Background: an optimization exercise with open tools, aiming at small area. Do not read the settings as production practice. In this exercise RTL edits were held to simulation tests only and were not proved equivalent to the original. Power figures rest on the tool's default switching activity, not on a simulated workload.

// eegFirFilter
module eegFirFilter (
    input logic clk,
    input logic reset,
    input logic [12:0] sampleIn,
    output logic [30:0] filterOut
);
==> flow/config.mk <==
export PLATFORM = sky130hd
export DESIGN_NAME = eegFirFilter
export DESIGN_NICKNAME = eegFirFilter
export VERILOG_FILES = /design/flow/design.v
export SDC_FILE = /design/flow/constraint.sdc
export NUM_CORES = 4
export LEC_CHECK = 0
export ABC_AREA = 0
export CAP_MARGIN = 20
export CORE_MARGIN = 2
export CORE_UTILIZATION = 75
export CTS_BUF_LIST = sky130_fd_sc_hd__clkbuf_8
export CTS_CLUSTER_DIAMETER = 60
export CTS_CLUSTER_SIZE = 14
export PLACE_DENSITY = 0.85
export SETUP_SLACK_MARGIN = 0.15
export SLEW_MARGIN = 20
export SYNTH_HIERARCHICAL = 1
export SYNTH_MINIMUM_KEEP_SIZE = 0
==> flow/constraint.sdc <==
create_clock -name core_clock -period 6.0 [get_ports {clk}]
set_input_delay 1.2000 -clock core_clock [delete_from_list [all_inputs] [get_ports {clk}]]
set_output_delay 1.2000 -clock core_clock [all_outputs]
set_load 0.01 [all_outputs]
standard.sh (not shown) runs the stock make flow with config.mk's settings and CLKGATE_MAP_FILE= SYNTH_SCRIPT=/design/flow/synth_recipe.tcl, a recipe that flattens the netlist after the stock synthesis.
==> flow/flow/run.sh <==
#!/bin/bash
# Layout flow: the standard ORFS flow, with the port buffers made from the
# smallest buffer cell (every input and output port still gets its own buffer).
set -euo pipefail
bash standard.sh "BUFFER_PORTS_ARGS=-buffer_cell sky130_fd_sc_hd__buf_1" finish > standard_flow.log 2>&1
The starting point produced a clean layout.
Rerun with:
- CTS_BUF_LIST: sky130_fd_sc_hd__clkbuf_8 -> sky130_fd_sc_hd__clkbuf_16
- CTS_CLUSTER_DIAMETER: 60 -> 80
- CTS_CLUSTER_SIZE: 14 -> 20
Effect:
- The new run produced a clean layout
- wire length decreases by 1.2%
- setup slack is worse by 7.6 ps
- via count is lower by 2.1%
- utilization stays flat
- global-route usage went up by 0.58 points
- worst hold slack barely changes
- power climbs by 2.3%
- die area is unchanged
- cell count came out lower by 1.0%
- first-iteration DRC count falls by 4.5%


run 1:
Another version of the RTL of eegFirFilter (not shown whole).
Size in the first run: ~320 flip-flops, about 46 I/O pins, roughly 17000 um2 of cells after synthesis.
==> flow/design.v (excerpt) <==
module eegFirFilter (
    input logic clk,
    input logic reset,
    input logic [12:0] sampleIn,
    output logic [30:0] filterOut
);
Settings: LEC_CHECK=0, ABC_AREA=0, CAP_MARGIN=20, CORE_MARGIN=2, CORE_UTILIZATION=75, CTS_BUF_LIST=sky130_fd_sc_hd__clkbuf_8, CTS_CLUSTER_DIAMETER=60, CTS_CLUSTER_SIZE=14, PLACE_DENSITY=0.85, SLEW_MARGIN=20, SYNTH_HIERARCHICAL=1, SYNTH_MINIMUM_KEEP_SIZE=0; clock period 6.0 ns.
Scripts as last shown in full above: flow/flow/run.sh
Run 1 finished all stages; the layout is clean.
> inputs changed (run 1 -> run 2)
Settings: putting SETUP_SLACK_MARGIN at 0.05 where nothing was set.
[summary]
Each of the runs, namely run 2 and run 1, reached the end of the flow and came out clean. Taking run 1 as the reference point, the setup slack of run 2 rises by 0.030 ns. In terms of remaining global-route overflow, run 1 and run 2 differ only marginally. Looking at run 2 and run 1, the overall power consumption is a wash.
What run 3 does differently from run 2 at the input level:
Settings: a change of CTS_CLUSTER_SIZE from 14 to 16; a change of PLACE_DENSITY from 0.85 to 0.92; a deleted SETUP_SLACK_MARGIN that had been 0.05; a change of CTS_CLUSTER_DIAMETER from 60 to 70; a change of CORE_UTILIZATION from 75 to 85.
==> comparison <==
Global-route met2 utilization sits higher in run 3 than in run 2. Re final period utilization: run 3 is 2.4 points up on run 2. Diff run 2 and run 3: worst setup slack lower in run 3. Area of all placed cells without fillers: run 2 vs run 3, no meaningful difference. Run 3 ended with more maximum number of pins on one net before global-route repair than run 2. As far as sequential share of cell area is concerned, run 2 and run 3 perform about the same. Area growth from synthesis to layout delta (run 2 -> run 3): insignificant.
The inputs of run 4 differ from those of run 3 as listed below.
Settings: an added SETUP_SLACK_MARGIN of 0.15; a change of PLACE_DENSITY from 0.92 to 0.85; a change of CORE_UTILIZATION from 85 to 75; a change of CTS_CLUSTER_SIZE from 16 to 14; a change of CTS_CLUSTER_DIAMETER from 70 to 60.
--- outcome ---
Going from run 3 to run 4, overall die area grows by 13%.
Layout clock buffer count (run 4 over run 3): increase, 1
Relative to run 3, arrival time at the worst endpoint decreased by 0.17 ns in run 4.
Going from run 3 to run 4, number of placed instances with taps included shows an increase of 15; wire length shows a reduction of about 22%; time the worst path needs with I/O delays and setup shows a reduction of 0.18 ns; multi-input combinational cell area shows no meaningful change; power shows a reduction of 2.5%.
Looking at starting density of the core, run 4 sits below run 3.
| fraction of area in clock buffers and inverters | run 4 vs run 3 | ≈ equal |
Input changes introduced in run 5 (baseline for comparison: run 4):
Settings: swapping 60 for 70 in CTS_CLUSTER_DIAMETER; clearing SETUP_SLACK_MARGIN, which used to be 0.15; swapping 14 for 16 in CTS_CLUSTER_SIZE; swapping 20 for 10 in CAP_MARGIN; swapping 20 for 10 in SLEW_MARGIN.
Findings:
Run 5 was carried through to the last stage, and its layout satisfied the timing, DRC and antenna checks.
Run 4 → run 5: peak per-stage delay on the critical path went up, final-layout worst hold slack saw an increase, total of clock buffers placed in the layout -3.
#### Input delta (run 6 over run 5)
Settings: SLEW_MARGIN changed from 10 to 20; CAP_MARGIN changed from 10 to 20.
Results
~same clock share of power in run 6 and run 5. Any difference in setup slack after layout between run 6 and run 5 is small enough to ignore. As far as clock-buffer cell count goes, run 5 and run 6 are indistinguishable; the numbers are identical. Diff run 6..run 5 | number of vias in the routed layout | unchanged. Reported for run 6 and run 5, worst hold path depth turned out identical to the last digit. Between run 6 and run 5, the difference in maximum frequency is negligible. Headroom to the max-slew limit: run 6 vs run 5 identical. From run 6 to run 5, met2 track demand over resource did not move at all.


## lane 1
Starting RTL as in the previous note.
==> flow/design.v (excerpt) <==
module eegFirFilter (
    input logic clk,
    input logic reset,
    input logic [12:0] sampleIn,
    output logic [30:0] filterOut
);
export LEC_CHECK = 0
export ABC_AREA = 0
export CAP_MARGIN = 20
export CORE_MARGIN = 2
export CORE_UTILIZATION = 75
export CTS_BUF_LIST = sky130_fd_sc_hd__clkbuf_8
export CTS_CLUSTER_DIAMETER = 70
export CTS_CLUSTER_SIZE = 16
export PLACE_DENSITY = 0.75
export SLEW_MARGIN = 20
export SYNTH_HIERARCHICAL = 1
export SYNTH_MINIMUM_KEEP_SIZE = 0
create_clock -name core_clock -period 6.0 [get_ports {clk}]
Scripts as last shown in full above: flow/flow/run.sh
Lane 1 | status: complete | timing, DRC, antenna: pass
Input-level comparison between lane 2 and lane 1:
-- flow/config.mk --
<<< lane 1, line 15
export PLACE_DENSITY = 0.75
>>> lane 2, line 15
export GPL_TIMING_DRIVEN = 0
export PLACE_DENSITY = 0.85
==> notes.md <==
- Vias per cell came out higher on lane 2 than on lane 1.
- Re number of failing setup endpoints in the final timing report: no difference whatsoever between lane 1 and lane 2.
- Compared lane 2 vs lane 1, and cell count is up in lane 2.
- The busiest layer in global routing comes out met1 in one run and met2 in the other, namely in lane 1 and lane 2 respectively.
- As far as number of buffer and inverter instances along the worst setup path goes, lane 2 and lane 1 are indistinguishable; the numbers are identical.
- Worst setup path startpoint: w0[0]$_DFF_P_ -> lane 1, w3[0]$_DFF_P_ -> lane 2


eegFirFilter, a different RTL version from the one above (not shown whole).
Size: roughly 1100 cells after synthesis, ~310 flip-flops, ~46 I/O pins, ~17000 um2 of cells after synthesis.
export LEC_CHECK = 0
export ABC_AREA = 0
export CAP_MARGIN = 20
export CORE_MARGIN = 2
export CORE_UTILIZATION = 75
export CTS_BUF_LIST = sky130_fd_sc_hd__clkbuf_8
export CTS_CLUSTER_DIAMETER = 80
export CTS_CLUSTER_SIZE = 16
export PLACE_DENSITY = 0.85
export SLEW_MARGIN = 20
export SYNTH_HIERARCHICAL = 1
export SYNTH_MINIMUM_KEEP_SIZE = 0
create_clock -name core_clock -period 6.0 [get_ports {clk}]
Scripts as last shown in full above: flow/flow/run.sh
Rerun with:
- SETUP_SLACK_MARGIN: default -> 0.3
What happened: Routed wire length rises by 13%. Worst hold slack hardly moves. Global-route usage rises by 2.9 points. Critical path depth stays the same. Setup slack gets better by 72 ps. Cell count rises by about 2%. Total power rises by 2.2%. Combinational power rises by about 7%. Utilization rises by 2.7 points. Synthesized cell count is unchanged. Clock skew barely changes.

## what the ideal ports hide
The flow's constraints put no driver on any port. The routed layouts listed below were extracted and timed again, unchanged, in two steps. Step 1, drivers: a clkbuf_16 drives clk and a buf_2 each remaining input, both assumed. Step 2 times the ports against the registers' clock, not the clock port: input delays grow and output delays shrink by t, the midpoint of the rising clock arrivals with the driver on. a / b / c = ideal / step 1 / step 2; a / b = the first two.
run	shift t [ns]	setup slack, ns	worst setup path after step 2
the first run of note 1	0.637	0.148 / 0.148 / 0.148	register to register
the second run of note 1	0.560	0.140 / 0.140 / 0.140	register to register
run 1	0.614	0.151 / 0.151 / 0.151	register to register
run 2	0.614	0.181 / 0.181 / 0.181	register to register
run 3	0.645	0.037 / 0.037 / 0.037	register to register
run 4	0.611	0.213 / 0.213 / 0.213	register to register
run 5	0.617	0.142 / 0.142 / 0.142	register to register
run 6	0.617	0.142 / 0.142 / 0.142	register to register
lane 1	0.627	0.131 / 0.131 / 0.131	register to register
lane 2	0.623	0.101 / 0.101 / 0.101	register to register
the first run of note 4	0.602	0.056 / 0.056 / 0.056	register to register
the second run of note 4	0.603	0.128 / 0.128 / 0.128	register to register
After both steps setup and hold are still met in every run listed.
